This is an optimization exercise on Yosys and OpenROAD, whose aim is small area and a short achievable clock period, not a production implementation. Function was checked by simulation only, so behaviour that the tests miss may differ from the original. Power is estimated from default activity; no workload was simulated.

## apb_slave_regbank
module apb_slave_regbank #(
  parameter int                          NUM_SLAVES  = 3,
  parameter int                          ADDR_WIDTH  = 32,
  parameter int                          DATA_WIDTH  = 32,
  parameter int                          DEPTH       = 16,
  parameter int                          WAIT_CYCLES = 0,
  parameter logic [DATA_WIDTH-1:0]       RESET_VALUE = '0
) (
  input  logic                    pclk,
  input  logic                    presetn,
  input  logic [NUM_SLAVES-1:0]   psel,
  input  logic                    penable,
  input  logic                    pwrite,
  input  logic [ADDR_WIDTH-1:0]   paddr,
  input  logic [DATA_WIDTH-1:0]   pwdata,
  input  logic [DATA_WIDTH/8-1:0] pstrb,
  output logic [DATA_WIDTH-1:0]   prdata,
  output logic                    pready,
  output logic                    pslverr
);
Size in the first run: roughly 1700 flip-flops, ~110 I/O pins, about 59000 um2 of cells after synthesis.
==> module apb_regbank_nand4, before the edit <==
module apb_regbank_nand4 (
  input  logic a, b, c, d,
  output logic y
);
  assign y = !(a && b && c && d);
endmodule
==> module apb_regbank_nor2, before the edit <==
module apb_regbank_nor2 (
  input  logic a, b,
  output logic y
);
  assign y = !(a || b);
endmodule
==> module apb_regbank_aoi21, before the edit <==
module apb_regbank_aoi21 (
  input  logic a1, a2, b1,
  output logic y
);
  assign y = !((a1 && a2) || b1);
endmodule
==> module apb_slave_regbank, before the edit <==
module apb_slave_regbank #(
  parameter int                          NUM_SLAVES  = 3,
  parameter int                          ADDR_WIDTH  = 32,
  parameter int                          DATA_WIDTH  = 32,
  parameter int                          DEPTH       = 16,
  parameter int                          WAIT_CYCLES = 0,
  parameter logic [DATA_WIDTH-1:0]       RESET_VALUE = '0
) (
  input  logic                    pclk,
  input  logic                    presetn,
  input  logic [NUM_SLAVES-1:0]   psel,
  input  logic                    penable,
  input  logic                    pwrite,
  input  logic [ADDR_WIDTH-1:0]   paddr,
  input  logic [DATA_WIDTH-1:0]   pwdata,
  input  logic [DATA_WIDTH/8-1:0] pstrb,
  output logic [DATA_WIDTH-1:0]   prdata,
  output logic                    pready,
  output logic                    pslverr
);
  localparam int NB  = DATA_WIDTH / 8;
  localparam int LSB = $clog2(NB);
  localparam int IW  = $clog2(DEPTH);
  localparam int NW  = NUM_SLAVES * DEPTH;
  logic [DATA_WIDTH-1:0] mem [NW];
  logic [NW-1:0]         valid;                
  logic [NW-1:0]         wsel_n;               
  logic [NB-1:0]         wstrb_q;              
  logic [NW-1:0]         wsel;                 
  logic                  acc;                  
  logic                  err_q;
  logic [DATA_WIDTH-1:0] rd_q;
  logic [IW-1:0]         word;
  logic                  setup, onehot, err;
  logic [NW-1:0]         dec;
  logic [DATA_WIDTH-1:0] rd, wd;
  assign word   = paddr[LSB +: IW];
  assign setup  = (psel != '0) && !penable;
  assign onehot = (psel != '0) && ((psel & (psel - 1'b1)) == '0);
  assign err    = !onehot || (paddr[LSB-1:0] != '0) || ((paddr >> (LSB + IW)) != '0);
  always_comb
    for (int s = 0; s < NUM_SLAVES; s++)
      for (int w = 0; w < DEPTH; w++)
        dec[s*DEPTH+w] = psel[s] && (word == IW'(w));
  logic [NW-1:0]         rsel;
  logic [DATA_WIDTH-1:0] rdn [DEPTH];
  assign rsel = dec & valid;
  for (genvar w = 0; w < DEPTH; w++) begin : g_word
    for (genvar b = 0; b < DATA_WIDTH; b++) begin : g_bit
      apb_regbank_aoi3 u_aoi (
        .a0(mem[w][b]), .s0(rsel[w]),
        .a1(mem[DEPTH + w][b]), .s1(rsel[DEPTH + w]),
        .a2(mem[2*DEPTH + w][b]), .s2(rsel[2*DEPTH + w]),
        .y(rdn[w][b]));
    end
  end
  logic rd_ok;
  assign rd_ok = !(pwrite || err);
  for (genvar b = 0; b < DATA_WIDTH; b++) begin : g_rd
    logic [3:0] t;
    logic [1:0] m;
    for (genvar k = 0; k < 4; k++) begin : g_t
      apb_regbank_nand4 u_t (.a(rdn[4*k][b]), .b(rdn[4*k+1][b]), .c(rdn[4*k+2][b]), .d(rdn[4*k+3][b]), .y(t[k]));
    end
    apb_regbank_nor2 u_m0 (.a(t[0]), .b(t[1]), .y(m[0]));
    apb_regbank_nor2 u_m1 (.a(t[2]), .b(t[3]), .y(m[1]));
    apb_regbank_aoi21 u_y (.a1(m[0]), .a2(m[1]), .b1(!rd_ok), .y(rd[b]));
  end
  always_ff @(posedge pclk) begin
    rd_q    <= rd;
    err_q   <= err;
    wstrb_q <= pstrb;
  end
  always_ff @(posedge pclk or negedge presetn)
    if (!presetn) begin
      acc    <= 1'b0;
      wsel_n <= '1;
    end else begin
      acc    <= setup;
      wsel_n <= (setup && pwrite && !err) ? ~dec : '1;
    end
  assign pready  = acc;
  assign pslverr = err_q;
  assign prdata  = rd_q;
  assign wsel = ~wsel_n;
  always_comb
    for (int b = 0; b < NB; b++) wd[8*b +: 8] = wstrb_q[b] ? pwdata[8*b +: 8] : 8'd0;
  always_ff @(posedge pclk or negedge presetn)
    if (!presetn) valid <= '0;
    else          valid <= valid | wsel;
  always_ff @(posedge pclk)
    for (int i = 0; i < NW; i++)
      for (int b = 0; b < NB; b++)
        if (wsel[i] && (wstrb_q[b] || !valid[i])) mem[i][8*b +: 8] <= wd[8*b +: 8];
endmodule
clock: 6.0 ns
lec_check: 0
cap_margin: 20
core_margin: 2
core_utilization: 30
cts_buf_list: sky130_fd_sc_hd__clkbuf_8
cts_cluster_diameter: 60
cts_cluster_size: 16
setup_slack_margin: 3.4
slew_margin: 20
synth_hierarchical: 1
run.sh (not shown) runs the stock make flow with config.mk's settings and CLKGATE_MAP_FILE= SYNTH_SCRIPT=/design/flow/synth_recipe.tcl, a recipe that flattens the netlist after the stock synthesis.
The first run finished clean.
Rerun with:
--- a/flow/design.v
+++ b/flow/design.v
@@ -1,28 +1,10 @@
 module apb_regbank_aoi3 (
   input  logic a0, s0, a1, s1, a2, s2,
   output logic y
 );
   assign y = !((a0 && s0) || (a1 && s1) || (a2 && s2));
-endmodule
-module apb_regbank_nand4 (
-  input  logic a, b, c, d,
-  output logic y
-);
-  assign y = !(a && b && c && d);
-endmodule
-module apb_regbank_nor2 (
-  input  logic a, b,
-  output logic y
-);
-  assign y = !(a || b);
-endmodule
-module apb_regbank_aoi21 (
-  input  logic a1, a2, b1,
-  output logic y
-);
-  assign y = !((a1 && a2) || b1);
 endmodule
 module apb_slave_regbank #(
   parameter int                          NUM_SLAVES  = 3,
   parameter int                          ADDR_WIDTH  = 32,
   parameter int                          DATA_WIDTH  = 32,
@@ -46,11 +28,12 @@
   localparam int LSB = $clog2(NB);
   localparam int IW  = $clog2(DEPTH);
   localparam int NW  = NUM_SLAVES * DEPTH;
   logic [DATA_WIDTH-1:0] mem [NW];
   logic [NW-1:0]         valid;                
-  logic [NW-1:0]         wsel_n;               
+  logic [NUM_SLAVES-1:0] wbank_q;              
+  logic [DEPTH-1:0]      wword_q;              
   logic [NB-1:0]         wstrb_q;              
   logic [NW-1:0]         wsel;                 
   logic                  acc;                  
   logic                  err_q;
   logic [DATA_WIDTH-1:0] rd_q;
@@ -76,39 +59,36 @@
         .a1(mem[DEPTH + w][b]), .s1(rsel[DEPTH + w]),
         .a2(mem[2*DEPTH + w][b]), .s2(rsel[2*DEPTH + w]),
         .y(rdn[w][b]));
     end
   end
-  logic rd_ok;
-  assign rd_ok = !(pwrite || err);
-  for (genvar b = 0; b < DATA_WIDTH; b++) begin : g_rd
-    logic [3:0] t;
-    logic [1:0] m;
-    for (genvar k = 0; k < 4; k++) begin : g_t
-      apb_regbank_nand4 u_t (.a(rdn[4*k][b]), .b(rdn[4*k+1][b]), .c(rdn[4*k+2][b]), .d(rdn[4*k+3][b]), .y(t[k]));
-    end
-    apb_regbank_nor2 u_m0 (.a(t[0]), .b(t[1]), .y(m[0]));
-    apb_regbank_nor2 u_m1 (.a(t[2]), .b(t[3]), .y(m[1]));
-    apb_regbank_aoi21 u_y (.a1(m[0]), .a2(m[1]), .b1(!rd_ok), .y(rd[b]));
+  always_comb begin
+    rd = '0;
+    for (int w = 0; w < DEPTH; w++) rd |= ~rdn[w];
+    if (pwrite || err) rd = '0;
   end
   always_ff @(posedge pclk) begin
     rd_q    <= rd;
     err_q   <= err;
+    for (int w = 0; w < DEPTH; w++) wword_q[w] <= (word == IW'(w));
     wstrb_q <= pstrb;
   end
   always_ff @(posedge pclk or negedge presetn)
     if (!presetn) begin
-      acc    <= 1'b0;
-      wsel_n <= '1;
+      acc     <= 1'b0;
+      wbank_q <= '0;
     end else begin
-      acc    <= setup;
-      wsel_n <= (setup && pwrite && !err) ? ~dec : '1;
+      acc     <= setup;
+      wbank_q <= (setup && pwrite && !err) ? psel : '0;
     end
   assign pready  = acc;
   assign pslverr = err_q;
   assign prdata  = rd_q;
-  assign wsel = ~wsel_n;
+  always_comb
+    for (int s = 0; s < NUM_SLAVES; s++)
+      for (int w = 0; w < DEPTH; w++)
+        wsel[s*DEPTH+w] = wbank_q[s] && wword_q[w];
   always_comb
     for (int b = 0; b < NB; b++) wd[8*b +: 8] = wstrb_q[b] ? pwdata[8*b +: 8] : 8'd0;
   always_ff @(posedge pclk or negedge presetn)
     if (!presetn) valid <= '0;
     else          valid <= valid | wsel;
Result:
- The changed run completed without violations
- count of clock-buffer cells in the layout is lower by 7
- cell count decreases slightly
- clock skew rose by 0.034 ns
- hold slack gains 0.14 ns
- total power goes down by a few percent
- wire length is higher by a quarter to a third
- synthesized area falls by a few percent

## afterwards: timing with drivers on the ports
The flow's constraints put no driver on any port. The routed layouts listed below were extracted and timed again, unchanged, in two steps. Step 1: set_driving_cell puts a clkbuf_16 on pclk and a buf_2 on each other input, an assumption about the parent block. Step 2 times the ports against the registers' clock, not the clock port: input delays grow and output delays shrink by t, the midpoint of the rising clock arrivals with the driver on. a / b / c = ideal / step 1 / step 2; a / b = the first two.
| run | shift t [ns] | slack for setup (ns) | clock arrival spread, ns | worst slew at a driven data input, ns |
|---|---|---|---|---|
| the first run | 0.955 | 3.298 / 3.229 / 2.458 | 0.054 / 0.055 | 0.08 |
| the second run | 0.930 | 3.077 / 3.077 / 2.314 | 0.080 / 0.080 | 0.12 |
After both steps setup and hold are still met in every run listed. For the first run, which loses most, drivers alone change the setup slack by -0.069 ns; drivers and shift together by -0.840 ns.
